Source: an optimization exercise on an open RTL-to-GDS flow (aim: small area, a short achievable clock period and few clock cycles). Production flows keep margins and buffers that such runs may drop.
The RTL was checked by simulation tests, not by an equivalence proof against the original design.
Power is estimated from default activity; no workload was simulated.

== run 1 ==
Design record_table_engine, start of the top module:
module record_table_engine (
  input  logic        clk_i,
  input  logic        rst_ni,
  input  logic        in_valid_i,
  output logic        in_stall_o,
  input  logic [2:0]  cmd_i,
  input  logic [31:0] entry_id_i,
  input  logic [15:0] entry_score_i,
  input  logic [7:0]  entry_class_i,
  input  logic [63:0] entry_name_i,
  output logic        out_valid_o,
  input  logic        out_stall_i,
  output logic [1:0]  status_o,
  output logic [3:0]  position_o,
  output logic [31:0] out_id_o,
  output logic [15:0] out_score_o,
  output logic [7:0]  out_class_o,
  output logic [63:0] out_name_o,
  output logic [4:0]  count_o,
  output logic        last_o
);
export LEC_CHECK = 0
export CAP_MARGIN = 20
export CORE_MARGIN = 2
export CORE_UTILIZATION = 60
export SETUP_SLACK_MARGIN = 2.5
export SLEW_MARGIN = 20
export SYNTH_HIERARCHICAL = 1
create_clock -name core_clock -period 6.0 [get_ports {clk_i}]
standard.sh (not shown) runs the stock make flow with config.mk's settings and CLKGATE_MAP_FILE= SYNTH_SCRIPT=/design/flow/synth_recipe.tcl, a recipe that flattens the netlist after the stock synthesis.
==> flow/flow/run.sh <==
#!/bin/bash
# Layout flow: the standard layout (standard.sh, the ORFS flow from the
# standard synthesis to the final DEF), with one change: buffer_ports puts a
# plain buffer (buf_4) on every input and output port instead of the delay
# cell it picks by default.  Each ORFS step keeps its own log under
# orfs/logs/; make's own output goes to standard.log here.
set -euo pipefail
export BUFFER_PORTS_ARGS="-buffer_cell sky130_fd_sc_hd__buf_4"
bash standard.sh > standard.log 2>&1
The log for run 1 ends in global routing (5_1_grt) with error GRT-0232, so the run never completed.
Testbench counts of run 1, summed over its fixed seeds: cycles 9,586.
The following lists how run 2 was set up differently from run 1:
Settings: CTS_BUF_LIST newly set to sky130_fd_sc_hd__clkbuf_4; TNS_END_PERCENT newly set to 20; CORE_UTILIZATION changed from 60 to 55; SETUP_SLACK_MARGIN changed from 2.5 to 2.0.
[summary]
Run 2 closes out successfully: all stages finished, all timing, DRC and antenna checks passed.
Run 2 vs. run 1: placer congestion estimate went down 2.3%, worst setup slack before clock tree synthesis went up 0.22 ns, instance count after placement with tap cells included went up about 1.5%, adder and majority gate portion of the synthesized area held, buffers inserted during post-CTS setup optimization went down 134.
In run 2, the deepest clock path buffer count came out 1 above the value in run 1.
Count of hold buffers inserted by post-cts repair ended up 1 higher on run 2 than on run 1.
Taking run 1 as the reference, in run 2 die span in y now sits higher, placed wire-length estimate moved up.
For the number of cells upsized or downsized after cts, run 2 came in about 90% lower than run 1 did.
Width of the die for run 2: about 4.4% up relative to run 1
What run 3 does differently from run 2 at the input level:
Settings: swapping 2.0 for 2.3 in SETUP_SLACK_MARGIN.
## What came out
- Run 3 finished every stage; the final checks, however, were not passed, the failures being max-slew violations.
- In run 3 relative to run 2, number of buffers other than clock buffers in the final layout had gone up by more than 10%.
- Run 3 does worse than run 2 on final wirelength.
- Summary — routing usage on met1, run 3 relative to run 2: higher, by 0.38 points.

========
Another version of the RTL of record_table_engine (not shown whole).
For scale: roughly 11000 cells after synthesis, roughly 2100 flip-flops, roughly 260 I/O pins, ~100000 um^2 of cells after synthesis.
Settings: LEC_CHECK=0, CAP_MARGIN=30, CORE_MARGIN=2, CORE_UTILIZATION=62, CTS_BUF_LIST=sky130_fd_sc_hd__clkbuf_4, SETUP_SLACK_MARGIN=2.0, SLEW_MARGIN=30, SYNTH_HIERARCHICAL=1, TNS_END_PERCENT=20; clock period 6.0 ns.
Scripts as last shown in full above: flow/flow/run.sh
The starting point completed and failed the layout checks on max-slew violations.
Testbench counts at the start, summed over its fixed seeds: cycles 9,680.
Then changed:
- CAP_MARGIN: 30 -> 20
- CORE_UTILIZATION: 62 -> 55
- SLEW_MARGIN: 30 -> 20
Result: The changed run went through all stages and came out clean; critical path depth is higher by 1; via count is lower by 2.1%; area after synthesis is unchanged; wire length is higher by 2.2%; design area is about the same; sequential share of layout area hardly moves; power barely changes; combinational power is lower by about 2%.

## re-timing with driven ports
The results above use ideal ports. As a check the final layouts listed here were re-extracted and re-timed, cells and wires unchanged.
Step 1, drivers: a clkbuf_16 drives clk_i and a buf_2 each remaining input, both assumed.
Step 2 times the ports against the registers' clock, not the clock port: input delays grow and output delays shrink by t, the midpoint of the rising clock arrivals with the driver on.
Three values: ideal ports, drivers, drivers and shift; two values: the first two.
run	t (ns)	slack for setup (ns)	slew at the worst register clock pin (ns)	worst slew at a driven data input, ns
run 2	1.645	1.769 / 1.769 / 0.595	0.08 / 0.08	0.19
run 3	1.588	1.430 / 1.430 / 0.578	0.08 / 0.08	0.23
the first run of note 2	1.560	1.768 / 1.768 / 0.646	0.08 / 0.08	0.16
the second run of note 2	1.579	1.795 / 1.795 / 0.707	0.08 / 0.08	0.26
The setup slack of run 2, which loses most, moves by 0.000 ns with the drivers and by -1.174 ns with both steps.
